What follows belongs to an exercise in optimizing a design on an open flow for small area, a short achievable clock period and few clock cycles per item; a production flow would make more cautious choices.
Where RTL was checked, it was by simulation tests only, not by an equivalence proof against the original.
The RTL of run 1 was laid out without a check of its function.

==> flow/design.v <==
module pipe_ex_mdu #(
  parameter int XLEN  = 64,
  parameter int LANES = 2
) (
  input  logic                        clk_i,
  input  logic                        rst_ni,
  input  logic                        flush_i,
  input  logic [LANES-1:0]            req_valid_i,
  input  logic [LANES-1:0][2:0]       req_op_i,
  input  logic [LANES-1:0]            req_word32_i,
  input  logic [LANES-1:0][XLEN-1:0]  req_a_i,
  input  logic [LANES-1:0][XLEN-1:0]  req_b_i,
  output logic                        mdu_stall_o,
  output logic                        done_o,
  output logic [LANES-1:0][XLEN-1:0]  res_o
);
  localparam int TW = 74;   
  typedef enum logic [2:0] {ST_MUL, ST_MULH, ST_PREP, ST_DIV, ST_FIN} st_t;
  function automatic logic [63:0] sext32(input logic [31:0] v);
    sext32 = {{32{v[31]}}, v};
  endfunction
  function automatic logic [2:0] booth(input logic [2:0] t);
    booth = {t[2] & ~(t[1] & t[0]),
             (t[2] & ~t[1] & ~t[0]) | (~t[2] & t[1] & t[0]),
             t[1] ^ t[0]};
  endfunction
  function automatic logic [11:0] grp_enc(input logic [63:0] v, input logic [2:0] g);
    logic [64:0] ve;
    logic [8:0]  t;
    ve = {v, 1'b0};
    t  = ve[{g, 3'b000} +: 9];
    grp_enc = {booth(t[8:6]), booth(t[6:4]), booth(t[4:2]), booth(t[2:0])};
  endfunction
  function automatic logic [6:0] bitlen(input logic [63:0] v);
    bitlen = '0;
    for (int i = 0; i < 64; i++) if (v[i]) bitlen = 7'(i + 1);
  endfunction
  logic             busy_q, last_q, lane_q, w_q, isrem_q, neg_q, hic_q;
  st_t              st_q;
  logic [5:0]       cnt_q;
  logic [64:0]      x_q;       
  logic [65:0]      r_q;       
  logic [63:0]      q_q;       
  logic [11:0]      dg_q;      
  logic [LANES-1:0][XLEN-1:0] res_q;
  logic             done_q;
  assign done_o      = done_q;
  assign res_o       = res_q;
  assign mdu_stall_o = (|req_valid_i) & ~done_o;
  logic       start, fin, ld, ld_lane;
  logic [2:0] ld_op;
  logic       ld_w, ld_sa, ld_sb, ld_mul, ld_div, ld_an, ld_bn;
  logic [63:0] la_raw, lb_raw, ax, bx, mag_a, mag_b;
  logic [2:0]  gt;
  function automatic logic [63:0] cneg(input logic [63:0] x, input logic neg);
    logic [63:0] below;
    below[0] = 1'b0;
    for (int i = 1; i < 64; i++) below[i] = below[i-1] | x[i-1];
    cneg = x ^ (below & {64{neg}});
  endfunction
  logic        g_lane, g_w;
  logic [2:0]  g_idx;
  logic [63:0] g_src;
  logic [5:0]  ld_n2;
  logic        ld_bz;
  always_comb begin
    start   = ~busy_q & ~done_q & (|req_valid_i);
    ld      = ~flush_i & (start | (busy_q & fin & ~last_q));
    ld_lane = busy_q ? 1'b1 : ~req_valid_i[0];
    ld_op   = req_op_i[ld_lane];
    la_raw  = req_a_i[ld_lane];
    lb_raw  = req_b_i[ld_lane];
    ld_mul  = (ld_op == 3'b000);
    ld_div  = ld_op[2];
    ld_w    = req_word32_i[ld_lane] & (ld_mul | ld_div);
    ld_sa   = (ld_op == 3'b001) | (ld_op == 3'b010) | (ld_op == 3'b100) | (ld_op == 3'b110);
    ld_sb   = (ld_op == 3'b001) | (ld_op == 3'b100) | (ld_op == 3'b110);
    ax      = ld_w ? (ld_sa ? sext32(la_raw[31:0]) : {32'd0, la_raw[31:0]}) : la_raw;
    bx      = ld_w ? (ld_sb ? sext32(lb_raw[31:0]) : {32'd0, lb_raw[31:0]}) : lb_raw;
    ld_an   = ld_sa & ax[63];
    ld_bn   = ld_sb & bx[63];
    mag_a   = cneg(ax, ld_an);
    mag_b   = cneg(bx, ld_bn);
    ld_bz   = (bx == 64'd0);
    begin
      logic [6:0] la, lb;
      logic [7:0] diff;
      la = bitlen(ld_an ? ~ax : ax) + {6'd0, ld_an};
      lb = bitlen(ld_bn ? ~bx : bx);
      if (ld_bn && lb == 7'd0) lb = 7'd1;
      diff = {1'b0, la} - {1'b0, lb} + 8'd1;
      if (ld_bz)        ld_n2 = ld_w ? 6'd16 : 6'd32;
      else if (diff[7]) ld_n2 = 6'd0;
      else              ld_n2 = diff[6:1] + {5'd0, diff[0]};
    end
    g_lane = ld ? ld_lane : lane_q;
    g_w    = ld ? ld_w : w_q;
    g_src  = g_w ? sext32(req_b_i[g_lane][31:0]) : req_b_i[g_lane];
    gt = '0;
    for (int g = 0; g < 7; g++) begin
      logic all_sign;
      all_sign = 1'b1;
      for (int j = 8*g+7; j < 63; j++) if (g_src[j] != g_src[63]) all_sign = 1'b0;
      if (!all_sign) gt = 3'(g + 1);
    end
    if (ld)                  g_idx = ld_mul ? gt : 3'd0;
    else if (st_q == ST_MUL) g_idx = cnt_q[2:0] - 3'd1;
    else                     g_idx = cnt_q[2:0] + 3'd1;
  end
  logic [TW-1:0] base, corr, mt;
  logic [3:0][TW-1:0] pp;
  function automatic logic [2*TW-1:0] csa(input logic [TW-1:0] a, input logic [TW-1:0] b, input logic [TW-1:0] c);
    logic [TW-1:0] s, cy;
    s  = a ^ b ^ c;
    cy = ((a & b) | (a & c) | (b & c));
    csa = {cy[TW-2:0], 1'b0, s};
  endfunction
  always_comb begin
    logic [65:0] xs, mag;
    logic [TW-1:0] s1, c1, s2, c2, s3, c3, s4, c4;
    xs = {x_q[64], x_q};
    for (int j = 0; j < 4; j++) begin
      mag = dg_q[3*j+1] ? {xs[64:0], 1'b0} : (dg_q[3*j] ? xs : '0);
      pp[j] = ({{(TW-66){mag[65]}}, mag} ^ {TW{dg_q[3*j+2]}}) << (2*j);
    end
    corr = '0;
    for (int j = 0; j < 4; j++) corr[2*j] = dg_q[3*j+2];
    if (st_q == ST_MULH && cnt_q[2:0] == 3'd7 && hic_q) corr[TW-1:8] = {x_q[64], x_q};
    case (st_q)
      ST_MUL:  base = {{(TW-64){1'b0}}, r_q[55:0], 8'd0};
      ST_MULH: base = {{(TW-66){r_q[65]}}, r_q};
      default: begin
        base    = {{(TW-64){1'b0}}, ~(isrem_q ? r_q[63:0] : q_q)};
        corr[0] = 1'b1;
      end
    endcase
    {c1, s1} = csa(base, pp[0], pp[1]);
    {c2, s2} = csa(pp[2], pp[3], corr);
    {c3, s3} = csa(s1, c1, s2);
    {c4, s4} = csa(s3, c3, c2);
    mt = s4 + c4;
  end
  logic [63:0] d_r1, d_q1, d_r2, d_q2;
  always_comb begin
    logic [65:0] t1, t2;
    logic [64:0] r1, r2;
    r1   = {r_q[63:0], q_q[63]};
    t1   = {1'b0, r1} - {2'b00, x_q[63:0]};
    d_r1 = t1[65] ? r1[63:0] : t1[63:0];
    d_q1 = {q_q[62:0], ~t1[65]};
    r2   = {d_r1, d_q1[63]};
    t2   = {1'b0, r2} - {2'b00, x_q[63:0]};
    d_r2 = t2[65] ? r2[63:0] : t2[63:0];
    d_q2 = {d_q1[62:0], ~t2[65]};
  end
  logic [63:0] p_r, p_q;
  always_comb begin
    logic [63:0] rot, lowm;
    rot  = (q_q >> {cnt_q[4:0], 1'b0}) | (q_q << (7'd64 - {1'b0, cnt_q[4:0], 1'b0}));
    lowm = ~64'd0 >> {cnt_q, 1'b0};
    p_r  = rot & lowm;
    p_q  = rot & ~lowm;
  end
  logic        res_we;
  logic [63:0] res_raw;
  always_comb begin
    fin     = 1'b0;
    res_we  = 1'b0;
    res_raw = mt[63:0];
    case (st_q)
      ST_MUL:  begin fin = (cnt_q[2:0] == 3'd0); res_raw = mt[63:0]; end
      ST_MULH: begin fin = (cnt_q[2:0] == 3'd7); res_raw = mt[71:8]; end
      ST_PREP: begin fin = (cnt_q == 6'd0) & ~neg_q; res_raw = isrem_q ? q_q : 64'd0; end
      ST_DIV:  begin fin = (cnt_q == 6'd1) & ~neg_q; res_raw = isrem_q ? d_r2 : d_q2; end
      default: begin fin = 1'b1; res_raw = mt[63:0]; end
    endcase
    res_we = busy_q & fin;
  end
  always_ff @(posedge clk_i or negedge rst_ni) begin
    if (!rst_ni) begin
      busy_q <= 1'b0;
      done_q <= 1'b0;
    end else begin
      done_q <= 1'b0;
      if (flush_i) begin
        busy_q <= 1'b0;
      end else if (start) begin
        busy_q <= 1'b1;
      end else if (busy_q & fin & last_q) begin
        busy_q <= 1'b0;
        done_q <= 1'b1;
      end
    end
  end
  always_ff @(posedge clk_i) begin
    if (res_we) res_q[lane_q] <= w_q ? sext32(res_raw[31:0]) : res_raw;
    if (ld) begin
      lane_q  <= ld_lane;
      last_q  <= busy_q | ~(req_valid_i[0] & req_valid_i[1]);
      w_q     <= ld_w;
      isrem_q <= ld_op[1];
      if (ld_div) begin
        st_q  <= ST_PREP;
        x_q   <= {1'b0, mag_b};
        q_q   <= mag_a;
        dg_q  <= '0;
        cnt_q <= ld_n2;
        neg_q <= ld_op[1] ? ld_an : ((ld_an ^ ld_bn) & ~ld_bz);
      end else if (ld_mul) begin
        st_q  <= ST_MUL;
        x_q   <= {1'b0, ax};
        r_q   <= '0;
        cnt_q <= {3'd0, gt};
        dg_q  <= grp_enc(g_src, g_idx);
        neg_q <= 1'b0;
      end else begin
        st_q  <= ST_MULH;
        x_q   <= {ld_sa & la_raw[63], la_raw};
        r_q   <= '0;
        hic_q <= ~ld_sb & lb_raw[63];
        cnt_q <= '0;
        dg_q  <= grp_enc(g_src, g_idx);
        neg_q <= 1'b0;
      end
    end else if (busy_q) begin
      case (st_q)
        ST_MUL: begin
          r_q   <= {2'b00, mt[63:0]};
          cnt_q <= cnt_q - 6'd1;
          dg_q  <= grp_enc(g_src, g_idx);
        end
        ST_MULH: begin
          r_q   <= mt[TW-1:8];
          cnt_q <= cnt_q + 6'd1;
          dg_q  <= grp_enc(g_src, g_idx);
        end
        ST_PREP: begin
          r_q   <= {2'b00, p_r};
          q_q   <= p_q;
          st_q  <= (cnt_q == 6'd0) ? ST_FIN : ST_DIV;
        end
        ST_DIV: begin
          r_q   <= {2'b00, d_r2};
          q_q   <= d_q2;
          cnt_q <= cnt_q - 6'd1;
          if (cnt_q == 6'd1) st_q <= ST_FIN;
        end
        default: ;
      endcase
    end
  end
endmodule
==> flow/run.sh <==
#!/bin/bash
# synth_recipe.tcl (not shown) runs the flow's synth.tcl, then flattens the netlist and writes it again
# the make line also repeats each setting of config.mk as NAME=value (left out here)
make -C /OpenROAD-flow-scripts/flow DESIGN_CONFIG=/design/flow/config.mk WORK_HOME=/design/flow/orfs CLKGATE_MAP_FILE= SYNTH_SCRIPT=/design/flow/synth_recipe.tcl finish
==> flow/config.mk <==
export PLATFORM = sky130hd
export DESIGN_NAME = pipe_ex_mdu
export DESIGN_NICKNAME = pipe_ex_mdu
export VERILOG_FILES = /design/flow/design.v
export SDC_FILE = /design/flow/constraint.sdc
export NUM_CORES = 4
export LEC_CHECK = 0
export ABC_CLOCK_PERIOD_IN_PS = 5500
export CAP_MARGIN = 20
export CORE_MARGIN = 2
export CORE_UTILIZATION = 40
export SETUP_SLACK_MARGIN = 4
export SLEW_MARGIN = 20
==> flow/constraint.sdc <==
create_clock -name core_clock -period 10.0 [get_ports {clk_i}]
set_input_delay 2.0000 -clock core_clock [delete_from_list [all_inputs] [get_ports {clk_i}]]
set_output_delay 2.0000 -clock core_clock [all_outputs]
set_load 0.01 [all_outputs]
==> impl_metrics.xml, run 1 <==
<?xml version="1.0" encoding="UTF-8"?>
<metrics>
  <group name="clock_tree">
    <metric name="worstSkewPairLatency" unit="ns">0.71</metric>
    <metric name="htree_levels" unit="">2</metric>
    <metric name="cts_max_path_buffers" unit="">3</metric>
    <metric name="cts_hold_buffers" unit="">0</metric>
    <metric name="clk_pin_slew_worst_paths" unit="ns">0.06</metric>
    <metric name="number_of_buffers_created_by_cts" unit="">48</metric>
    <metric name="ctsRootBufferMaster" unit="">clkbuf_16</metric>
    <metric name="clock-sinks" unit="">352</metric>
    <metric name="tritoncts" unit="">built</metric>
  </group>
  <group name="cells_and_area">
    <metric name="stdcell_count" unit="">10420</metric>
    <metric name="area_growth_syn_to_layout" unit="%">29.4</metric>
    <metric name="num-fill-cells" unit="">14331</metric>
    <metric name="post_route_cells_drive_above_1_share" unit="">0.202</metric>
    <metric name="regArea" unit="um2">10500</metric>
    <metric name="multiInputGateArea" unit="um2">49000</metric>
    <metric name="layout.nets" unit="">9133</metric>
  </group>
  <group name="logic_synthesis">
    <metric name="synthesized_nets" unit="">8434</metric>
    <metric name="syn_area" unit="um2">60100</metric>
    <metric name="synth_edf_count" unit="">348</metric>
    <metric name="netlist_instances" unit="">7651</metric>
    <metric name="synthMuxAreaShare" unit="">0.103</metric>
    <metric name="synth_flop_cell" unit="">edfxtp_1</metric>
    <metric name="synthSimpleGateAreaFrac" unit="">0.167</metric>
    <metric name="syn-mean-instance-area" unit="um2">7.85</metric>
    <metric name="largest_family_of_logic_cells_by_synthesized_area" unit="">compound AO/OA/AOI/OAI gates</metric>
    <metric name="count_of_unique_library_cells_instantiated_by_yosys" unit="">117</metric>
    <metric name="synthesized_flop_and_latch_total" unit="">352</metric>
    <metric name="synth-adder-area-share" unit="">0.141</metric>
    <metric name="synth-xor-area-share" unit="">0.0803</metric>
    <metric name="synth.yosys.warnings" unit="">1</metric>
    <metric name="postSynth.asyncResetShare" unit="">0.00568</metric>
    <metric name="complex_gate_fraction_of_the_synthesized_area" unit="">0.261</metric>
    <metric name="post_synthesis_sequential_area_ratio" unit="">0.175</metric>
  </group>
  <group name="floorplan">
    <metric name="placeable_area" unit="um2">149000</metric>
    <metric name="io_pins" unit="">399</metric>
    <metric name="die_h" unit="um">392</metric>
    <metric name="fp.dieArea" unit="um2">153000</metric>
    <metric name="die_x" unit="um">392</metric>
    <metric name="initial_utilization" unit="">0.402</metric>
    <metric name="placement_rows" unit="">142</metric>
  </group>
  <group name="placement">
    <metric name="port_buffers" unit="">398</metric>
    <metric name="placer_congestion_estimate" unit="">1.08</metric>
    <metric name="hpwl" unit="um">274000</metric>
    <metric name="placed_cells" unit="">10008</metric>
    <metric name="dp_worst_setup_slack" unit="ns">0.553</metric>
  </group>
  <group name="run">
    <metric name="drv_cap" unit="">0</metric>
  </group>
  <group name="setup_path">
    <metric name="worst-path-max-fanout" unit="">7</metric>
    <metric name="critical_path_required" unit="ns">10.46</metric>
    <metric name="cp_slowest_stage_delay" unit="ns">0.57</metric>
    <metric name="setup.worst_path.start_class" unit="">flop</metric>
    <metric name="worst_path_max_delay_cell" unit="">edfxtp_1</metric>
    <metric name="regToRegSetupSlack" unit="ns">1.54</metric>
    <metric name="worst_path_most_repeated_cell" unit="">buf_4</metric>
    <metric name="crit_path_end_kind" unit="">flop</metric>
    <metric name="reg2reg_depth" unit="">45</metric>
    <metric name="rr_startpoint" unit="">x_q[25]</metric>
    <metric name="critPathArrivalTime" unit="ns">8.92</metric>
    <metric name="critical_path_type" unit="">reg -&gt; reg</metric>
  </group>
  <group name="sta">
    <metric name="fmax" unit="MHz">118</metric>
    <metric name="setup_repair_after_global_routing_missed_its_margin" unit="">yes</metric>
    <metric name="tns" unit="ns">0</metric>
    <metric name="worst-slew-pin-transition" unit="ns">1.28</metric>
    <metric name="maxSlewViolCount" unit="">0</metric>
    <metric name="final.setup.worst_slack" unit="ns">1.54</metric>
    <metric name="fin_skew" unit="ns">0.0521</metric>
    <metric name="final_hold_viol_count" unit="">0</metric>
    <metric name="period_share" unit="">0.846</metric>
    <metric name="timing.max_slew.rel_slack" unit="">0.145</metric>
    <metric name="setup_viol_count_final" unit="">0</metric>
    <metric name="period_needed" unit="ns">8.46</metric>
  </group>
  <group name="global_routing">
    <metric name="grt.overflow.total" unit="">0</metric>
    <metric name="grt_antenna_before_repair" unit="">31</metric>
    <metric name="grt_first_pass_wirelength" unit="um">492000</metric>
    <metric name="grt.total_usage" unit="">0.447</metric>
    <metric name="largest_net_degree_at_the_start_of_global_routing" unit="">82</metric>
    <metric name="grt_pass1_vias" unit="">63924</metric>
  </group>
  <group name="worst_hold_path">
    <metric name="worst_hold_path_type" unit="">reg -&gt; reg</metric>
    <metric name="holdCritStartpoint" unit="">last_q</metric>
    <metric name="whs_endpoint" unit="">busy_q</metric>
    <metric name="instance_count_along_the_most_critical_hold_path" unit="">1</metric>
  </group>
  <group name="drt">
    <metric name="firstDrtPassIters" unit="">7</metric>
    <metric name="initialDrtViolationCount" unit="">9456</metric>
    <metric name="drt_wl_total" unit="um">359000</metric>
    <metric name="detailroute.via_count" unit="">68593</metric>
    <metric name="ant_nets" unit="">0</metric>
    <metric name="detailed_route_drc_error_count" unit="">0</metric>
    <metric name="vias_per_cell" unit="">6.58</metric>
    <metric name="avgRoutedWirePerCell" unit="um">34.4</metric>
  </group>
  <group name="outcome">
    <metric name="status" unit="">complete, no violations</metric>
  </group>
</metrics>
final cells by class:
class,count,area share
Clock inverter,34,0.00534
Antenna cell,16,0.000515
Timing Repair Buffer,1233,0.154
Multi-Input combinational cell,6193,0.630
Tap cell,2016,0.0324
Inverter,522,0.0260
Clock buffer,54,0.0157
Sequential cell,352,0.136
stage by stage:
step,cell area (um2),hold WS (ns),utilization
after global placement,69500,0.511,0.465
final,77800,0.526,0.520
after CTS,75600,0.529,0.506
after global routing,77700,0.544,0.520
after detailed placement,69500,0.524,0.465
after floorplan,61400,0.479,-
worst max path at each step:
stage                         from  depth (start not counted)        to
finish                     x_q[25]                         45      flop
global route               x_q[41]                         43      flop
CTS                        x_q[18]                         41      flop
detailed placement  req_valid_i[0]                         37  cnt_q[5]
global placement    req_valid_i[0]                         37  cnt_q[5]
floorplan           req_valid_i[0]                         44  cnt_q[5]
worst max-delay path: cells and delay by family, from the launching register on:
kind,cells,cell delay (ns)
and+or+nand+nor,3,0.71
adders and majority gates,2,0.37
DFF,1,0.57
AOI/OAI and AO/OA,20,3.22
buffers and inverters,18,2.74
muxes,2,0.55
what timing repair did:
action,in CTS,in global routing
gates resized for setup,498,286
buffers inserted,196,80
endpoints found under the setup margin,286,241
gates cloned,22,9
pin swaps,109,147
Yosys cell counts, types with 241 or more instances:
cell type  instances  share of area
fa_1             273          0.091
inv_1            509          0.032
a22oi_1          285          0.036
ha_1             241          0.050
a21oi_1          623          0.052
mux2i_1          425          0.071
o21ai_0          440          0.037
edfxtp_1         348           0.17
clkbuf_1         431          0.027
nand2_1          778          0.049
xnor2_1          438          0.064
nor2_1           600          0.037
cell families (layout without fill, tap and decap cells):
group,count (synthesis),after routing
buffers and inverters,1113,1843
AND/OR/NAND/NOR,2177,2184
multiplexers,549,549
adder cells (fa/ha/maj),514,514
AO/OA/AOI/OAI,2395,2395
other,0,16
flip-flops,352,352
XOR/XNOR,551,551
metal layers:
layer	global-route usage	vias to the layer above	part of all wire	wire, um
li1	-	29122	-	-
met1	0.575	33485	0.38	138000
met2	0.654	4857	0.41	148000
met3	0.117	1105	0.12	41600
met4	0.307	24	0.088	31700
met5	0.000638	-	0.00050	181
placed cells by master (no fill, tap or decap), drive strengths merged, types with 286 or more instances in the layout:
cell	count
nor2	603
clkdlybuf4s50	379
nand2	779
a22oi	286
edfxtp	348
o21ai	476
inv	520
buf	825
a21oi	625
mux2i	427
xnor2	438
==> run 2: changes to the inputs <==
--- a/flow/design.v
+++ b/flow/design.v
@@ -52,17 +52,6 @@
   logic       ld_w, ld_sa, ld_sb, ld_mul, ld_div, ld_an, ld_bn;
   logic [63:0] la_raw, lb_raw, ax, bx, mag_a, mag_b;
   logic [2:0]  gt;
-  function automatic logic [63:0] cneg(input logic [63:0] x, input logic neg);
-    logic [63:0] below;
-    below[0] = 1'b0;
-    for (int i = 1; i < 64; i++) below[i] = below[i-1] | x[i-1];
-    cneg = x ^ (below & {64{neg}});
-  endfunction
-  logic        g_lane, g_w;
-  logic [2:0]  g_idx;
-  logic [63:0] g_src;
-  logic [5:0]  ld_n2;
-  logic        ld_bz;
   always_comb begin
     start   = ~busy_q & ~done_q & (|req_valid_i);
     ld      = ~flush_i & (start | (busy_q & fin & ~last_q));
@@ -79,33 +68,15 @@
     bx      = ld_w ? (ld_sb ? sext32(lb_raw[31:0]) : {32'd0, lb_raw[31:0]}) : lb_raw;
     ld_an   = ld_sa & ax[63];
     ld_bn   = ld_sb & bx[63];
-    mag_a   = cneg(ax, ld_an);
-    mag_b   = cneg(bx, ld_bn);
-    ld_bz   = (bx == 64'd0);
-    begin
-      logic [6:0] la, lb;
-      logic [7:0] diff;
-      la = bitlen(ld_an ? ~ax : ax) + {6'd0, ld_an};
-      lb = bitlen(ld_bn ? ~bx : bx);
-      if (ld_bn && lb == 7'd0) lb = 7'd1;
-      diff = {1'b0, la} - {1'b0, lb} + 8'd1;
-      if (ld_bz)        ld_n2 = ld_w ? 6'd16 : 6'd32;
-      else if (diff[7]) ld_n2 = 6'd0;
-      else              ld_n2 = diff[6:1] + {5'd0, diff[0]};
-    end
-    g_lane = ld ? ld_lane : lane_q;
-    g_w    = ld ? ld_w : w_q;
-    g_src  = g_w ? sext32(req_b_i[g_lane][31:0]) : req_b_i[g_lane];
+    mag_a   = ld_an ? -ax : ax;
+    mag_b   = ld_bn ? -bx : bx;
     gt = '0;
     for (int g = 0; g < 7; g++) begin
       logic all_sign;
       all_sign = 1'b1;
-      for (int j = 8*g+7; j < 63; j++) if (g_src[j] != g_src[63]) all_sign = 1'b0;
+      for (int j = 8*g+7; j < 63; j++) if (bx[j] != bx[63]) all_sign = 1'b0;
       if (!all_sign) gt = 3'(g + 1);
     end
-    if (ld)                  g_idx = ld_mul ? gt : 3'd0;
-    else if (st_q == ST_MUL) g_idx = cnt_q[2:0] - 3'd1;
-    else                     g_idx = cnt_q[2:0] + 3'd1;
   end
   logic [TW-1:0] base, corr, mt;
   logic [3:0][TW-1:0] pp;
@@ -153,11 +124,20 @@
     d_r2 = t2[65] ? r2[63:0] : t2[63:0];
     d_q2 = {d_q1[62:0], ~t2[65]};
   end
+  logic [6:0]  p_n;
   logic [63:0] p_r, p_q;
   always_comb begin
+    logic [6:0]  la, lb;
+    logic [7:0]  diff;
     logic [63:0] rot, lowm;
-    rot  = (q_q >> {cnt_q[4:0], 1'b0}) | (q_q << (7'd64 - {1'b0, cnt_q[4:0], 1'b0}));
-    lowm = ~64'd0 >> {cnt_q, 1'b0};
+    la   = bitlen(q_q);
+    lb   = bitlen(x_q[63:0]);
+    diff = {1'b0, la} - {1'b0, lb} + 8'd1;
+    if (lb == 0)       p_n = w_q ? 7'd32 : 7'd64;
+    else if (diff[7])  p_n = 7'd0;
+    else               p_n = diff[6:0] + {6'd0, diff[0]};
+    rot  = (q_q >> p_n[5:0]) | (q_q << (7'd64 - {1'b0, p_n[5:0]}));
+    lowm = ~64'd0 >> p_n;
     p_r  = rot & lowm;
     p_q  = rot & ~lowm;
   end
@@ -170,7 +150,7 @@
     case (st_q)
       ST_MUL:  begin fin = (cnt_q[2:0] == 3'd0); res_raw = mt[63:0]; end
       ST_MULH: begin fin = (cnt_q[2:0] == 3'd7); res_raw = mt[71:8]; end
-      ST_PREP: begin fin = (cnt_q == 6'd0) & ~neg_q; res_raw = isrem_q ? q_q : 64'd0; end
+      ST_PREP: begin fin = (p_n == 7'd0) & ~neg_q; res_raw = isrem_q ? q_q : 64'd0; end
       ST_DIV:  begin fin = (cnt_q == 6'd1) & ~neg_q; res_raw = isrem_q ? d_r2 : d_q2; end
       default: begin fin = 1'b1; res_raw = mt[63:0]; end
     endcase
@@ -204,14 +184,13 @@
         x_q   <= {1'b0, mag_b};
         q_q   <= mag_a;
         dg_q  <= '0;
-        cnt_q <= ld_n2;
-        neg_q <= ld_op[1] ? ld_an : ((ld_an ^ ld_bn) & ~ld_bz);
+        neg_q <= ld_op[1] ? ld_an : ((ld_an ^ ld_bn) & (bx != 64'd0));
       end else if (ld_mul) begin
         st_q  <= ST_MUL;
         x_q   <= {1'b0, ax};
         r_q   <= '0;
         cnt_q <= {3'd0, gt};
-        dg_q  <= grp_enc(g_src, g_idx);
+        dg_q  <= grp_enc(bx, gt);
         neg_q <= 1'b0;
       end else begin
         st_q  <= ST_MULH;
@@ -219,7 +198,7 @@
         r_q   <= '0;
         hic_q <= ~ld_sb & lb_raw[63];
         cnt_q <= '0;
-        dg_q  <= grp_enc(g_src, g_idx);
+        dg_q  <= grp_enc(lb_raw, 3'd0);
         neg_q <= 1'b0;
       end
     end else if (busy_q) begin
@@ -227,17 +206,18 @@
         ST_MUL: begin
           r_q   <= {2'b00, mt[63:0]};
           cnt_q <= cnt_q - 6'd1;
-          dg_q  <= grp_enc(g_src, g_idx);
+          dg_q  <= grp_enc(w_q ? sext32(req_b_i[lane_q][31:0]) : req_b_i[lane_q], cnt_q[2:0] - 3'd1);
         end
         ST_MULH: begin
           r_q   <= mt[TW-1:8];
           cnt_q <= cnt_q + 6'd1;
-          dg_q  <= grp_enc(g_src, g_idx);
+          dg_q  <= grp_enc(req_b_i[lane_q], cnt_q[2:0] + 3'd1);
         end
         ST_PREP: begin
           r_q   <= {2'b00, p_r};
           q_q   <= p_q;
-          st_q  <= (cnt_q == 6'd0) ? ST_FIN : ST_DIV;
+          cnt_q <= p_n[6:1];
+          st_q  <= (p_n == 7'd0) ? ST_FIN : ST_DIV;
         end
         ST_DIV: begin
           r_q   <= {2'b00, d_r2};
--- a/flow/config.mk
+++ b/flow/config.mk
@@ -5,9 +5,7 @@
 export SDC_FILE = /design/flow/constraint.sdc
 export NUM_CORES = 4
 export LEC_CHECK = 0
-export ABC_CLOCK_PERIOD_IN_PS = 5500
 export CAP_MARGIN = 20
 export CORE_MARGIN = 2
 export CORE_UTILIZATION = 40
-export SETUP_SLACK_MARGIN = 4
 export SLEW_MARGIN = 20
==> impl_metrics.xml, run 2 <==
<?xml version="1.0" encoding="UTF-8"?>
<metrics>
  <group name="clock_tree">
    <metric name="number_of_buffers_created_by_cts" unit="">47</metric>
    <metric name="clk_pin_slew_worst_paths" unit="ns">0.06</metric>
    <metric name="clock-sinks" unit="">352</metric>
    <metric name="cts.repair.resized" unit="">0</metric>
    <metric name="cts_max_path_buffers" unit="">3</metric>
    <metric name="tritoncts" unit="">built</metric>
    <metric name="ctsRootBufferMaster" unit="">clkbuf_16</metric>
    <metric name="cts_hold_buffers" unit="">0</metric>
    <metric name="htree_levels" unit="">2</metric>
    <metric name="postCtsSetupBuffers" unit="">0</metric>
    <metric name="worstSkewPairLatency" unit="ns">0.67</metric>
  </group>
  <group name="logic_synthesis">
    <metric name="synth_flop_cell" unit="">edfxtp_1</metric>
    <metric name="post-synth-top-count-cell" unit="">nand2_1</metric>
    <metric name="synth.yosys.warnings" unit="">1</metric>
    <metric name="synthesized_nets" unit="">8381</metric>
    <metric name="synthesized_flop_and_latch_total" unit="">352</metric>
    <metric name="netlist_instances" unit="">7584</metric>
    <metric name="synth.top_cells.by_area" unit="">edfxtp_1 17%, fa_1 8.9%, mux2i_1 7.6%</metric>
    <metric name="post_synthesis_sequential_area_ratio" unit="">0.172</metric>
    <metric name="post-synth-top-area-cell" unit="">edfxtp_1</metric>
    <metric name="synth_largest_type_area_fraction" unit="">0.172</metric>
    <metric name="syn-mean-instance-area" unit="um2">8.08</metric>
    <metric name="postSynth.asyncResetShare" unit="">0.00568</metric>
    <metric name="synthTopCellsByCount" unit="">676 x nand2_1, 556 x nor2_1, 516 x a21oi_1</metric>
    <metric name="count_of_unique_library_cells_instantiated_by_yosys" unit="">121</metric>
    <metric name="synth_edf_count" unit="">350</metric>
    <metric name="syn_area" unit="um2">61300</metric>
  </group>
  <group name="cells_and_area">
    <metric name="post_route_cells_drive_above_1_share" unit="">0.105</metric>
    <metric name="area_growth_syn_to_layout" unit="%">15.9</metric>
    <metric name="layout.cells.most_common" unit="">nand2_1</metric>
    <metric name="layout.nets" unit="">8684</metric>
    <metric name="layout.cells.most_common_list" unit="">673 x nand2_1, 546 x nor2_1, 513 x a21oi_1</metric>
  </group>
  <group name="drt">
    <metric name="detailroute.via_count" unit="">69116</metric>
    <metric name="initialDrtViolationCount" unit="">11614</metric>
    <metric name="drt_wl_total" unit="um">371000</metric>
    <metric name="ant_nets" unit="">0</metric>
    <metric name="avgRoutedWirePerCell" unit="um">37.1</metric>
    <metric name="firstDrtPassIters" unit="">9</metric>
    <metric name="detailed_route_drc_error_count" unit="">0</metric>
    <metric name="vias_per_cell" unit="">6.92</metric>
  </group>
  <group name="floorplan">
    <metric name="placement_rows" unit="">143</metric>
    <metric name="initial_utilization" unit="">0.403</metric>
    <metric name="die_x" unit="um">395</metric>
    <metric name="fp.dieArea" unit="um2">156000</metric>
    <metric name="die_h" unit="um">395</metric>
    <metric name="placeable_area" unit="um2">152000</metric>
    <metric name="io_pins" unit="">399</metric>
  </group>
  <group name="setup_path">
    <metric name="reg2reg_depth" unit="">30</metric>
    <metric name="critical_path_type" unit="">reg -&gt; reg</metric>
    <metric name="worst_path_max_delay_cell" unit="">o21ai_0</metric>
    <metric name="setup.worst_path.start_class" unit="">flop</metric>
    <metric name="critical_path_required" unit="ns">10.39</metric>
    <metric name="cp_slowest_stage_delay" unit="ns">0.66</metric>
    <metric name="regToRegSetupSlack" unit="ns">0.49</metric>
    <metric name="critPathArrivalTime" unit="ns">9.90</metric>
    <metric name="rr_startpoint" unit="">x_q[30]</metric>
    <metric name="crit_path_end_kind" unit="">flop</metric>
    <metric name="worst-path-max-fanout" unit="">17</metric>
  </group>
  <group name="sta">
    <metric name="maxSlewViolCount" unit="">3</metric>
    <metric name="period_needed" unit="ns">9.51</metric>
    <metric name="setup_repair_after_global_routing_missed_its_margin" unit="">no</metric>
    <metric name="worst-slew-pin-transition" unit="ns">1.51</metric>
    <metric name="tns" unit="ns">0</metric>
    <metric name="fin_skew" unit="ns">0.0533</metric>
    <metric name="final_hold_viol_count" unit="">0</metric>
    <metric name="final.setup.worst_slack" unit="ns">0.490</metric>
    <metric name="finalHoldWorstSlack" unit="ns">0.647</metric>
    <metric name="timing.max_slew.rel_slack" unit="">-0.0145</metric>
    <metric name="period_share" unit="">0.951</metric>
    <metric name="fmax" unit="MHz">105</metric>
    <metric name="setup_viol_count_final" unit="">0</metric>
  </group>
  <group name="worst_hold_path">
    <metric name="instance_count_along_the_most_critical_hold_path" unit="">1</metric>
    <metric name="holdCritStartpoint" unit="">last_q</metric>
    <metric name="whs_endpoint" unit="">busy_q</metric>
    <metric name="worst_hold_path_type" unit="">reg -&gt; reg</metric>
  </group>
  <group name="placement">
    <metric name="port_buffers" unit="">398</metric>
    <metric name="placer_congestion_estimate" unit="">1.10</metric>
    <metric name="dp_worst_setup_slack" unit="ns">0.828</metric>
    <metric name="hpwl" unit="um">295000</metric>
  </group>
  <group name="outcome">
    <metric name="violations" unit="">max-capacitance violations, max-slew violations</metric>
    <metric name="status" unit="">finished with violations</metric>
  </group>
  <group name="run">
    <metric name="drv_cap" unit="">1</metric>
  </group>
  <group name="global_routing">
    <metric name="largest_net_degree_at_the_start_of_global_routing" unit="">117</metric>
    <metric name="grt_first_pass_wirelength" unit="um">505000</metric>
    <metric name="grt_antenna_before_repair" unit="">41</metric>
    <metric name="grt_pass1_vias" unit="">63880</metric>
    <metric name="grt.total_usage" unit="">0.454</metric>
    <metric name="grt.overflow.total" unit="">0</metric>
  </group>
</metrics>
==> run 2: cell count changes in the layout (fill, tap and decap cells not counted), moves of 35 or more <==
cell,change
o22ai_1,+68
o21ai_0,+96
buf_12,-39
a22oi_1,+44
a21oi_2,-58
ha_1,+75
buf_6,-58
nand2_1,-82
a31oi_1,+46
mux2i_1,+83
nor2_1,-35
ha_4,-45
buf_4,-242
==> run 2: worst max-delay path by stage <==
stage	startpoint	end
4_1_cts	x_q[30]	flop
5_1_grt	x_q[30]	flop
3_3_place_gp	x_q[6]	flop
2_1_floorplan	q_q[4]	q_q[0]
3_5_place_dp	x_q[30]	flop
6_report	x_q[30]	flop
==> run 2: through the flow <==
step	util	area (um2)	cells
after floorplan	-	61300	7584
after global placement	0.455	69200	9865
after detailed placement	0.455	69200	9867
after CTS	0.466	70900	9951
after global routing	0.467	71000	9961
final	0.467	71000	9992
==> run 2: cells by family after synthesis <==
group / count (synthesis) / synth area share
simple gates: 2046 / 0.156
xor+xnor: 544 / 0.0780
fa+ha+maj: 528 / 0.141
mux: 624 / 0.120
compound gates: 2400 / 0.261
buf+inv: 1090 / 0.0721
flops: 352 / 0.172
==> run 2: layer usage <==
layer / wire, um / track usage / vias to the layer above
met3: 50700 / 0.163 / 1263
li1: - / - / 28501
met5: 755 / 0.0252 / -
met4: 34900 / 0.347 / 37
met1: 135000 / 0.556 / 33789
met2: 150000 / 0.643 / 5526
==> run 2: worst max-delay path: cells and delay by family, from the launching register on <==
kind,cells,cell delay (ns)
AOI/OAI and AO/OA,12,3.81
and+or+nand+nor,11,2.80
buffers and inverters,5,1.14
adders and majority gates,2,0.87
DFF,1,0.60
==> run 2: cell type report <==
class	instances	area, um2
Sequential cell	352	10600
Antenna cell	40	100
Clock inverter	35	464
Fill cell	15190	81000
Timing Repair Buffer	856	7780
Multi-Input combinational cell	6142	46600
Clock buffer	49	1200
Inverter	488	1850
Tap cell	2030	2540
Testbench counts of run 2, summed over its fixed seeds: cycles 74,405, ops 10,683.

what the ideal ports hide:
How much do the figures lean on ideal ports? The routed layouts below were timed once more, with nothing changed but the port constraints. Step 1 assumes that a clkbuf_16 drives the clock port and a buf_2 every other input. Step 2 times the ports against the registers' clock, not the clock port: input delays grow and output delays shrink by t, the midpoint of the rising clock arrivals with the driver on. Slacks: ideal ports / drivers / drivers and shift; pairs: ideal ports / drivers.
run	t, ns	slack for setup (ns)	worst setup path after step 2	worst register clock-pin slew, ns	worst slew at a driven data input, ns
run 1	0.776	1.541 / 1.541 / 1.541	register to register	0.07 / 0.07	0.15
run 2	0.700	0.490 / 0.490 / 0.490	register to register	0.07 / 0.07	0.07
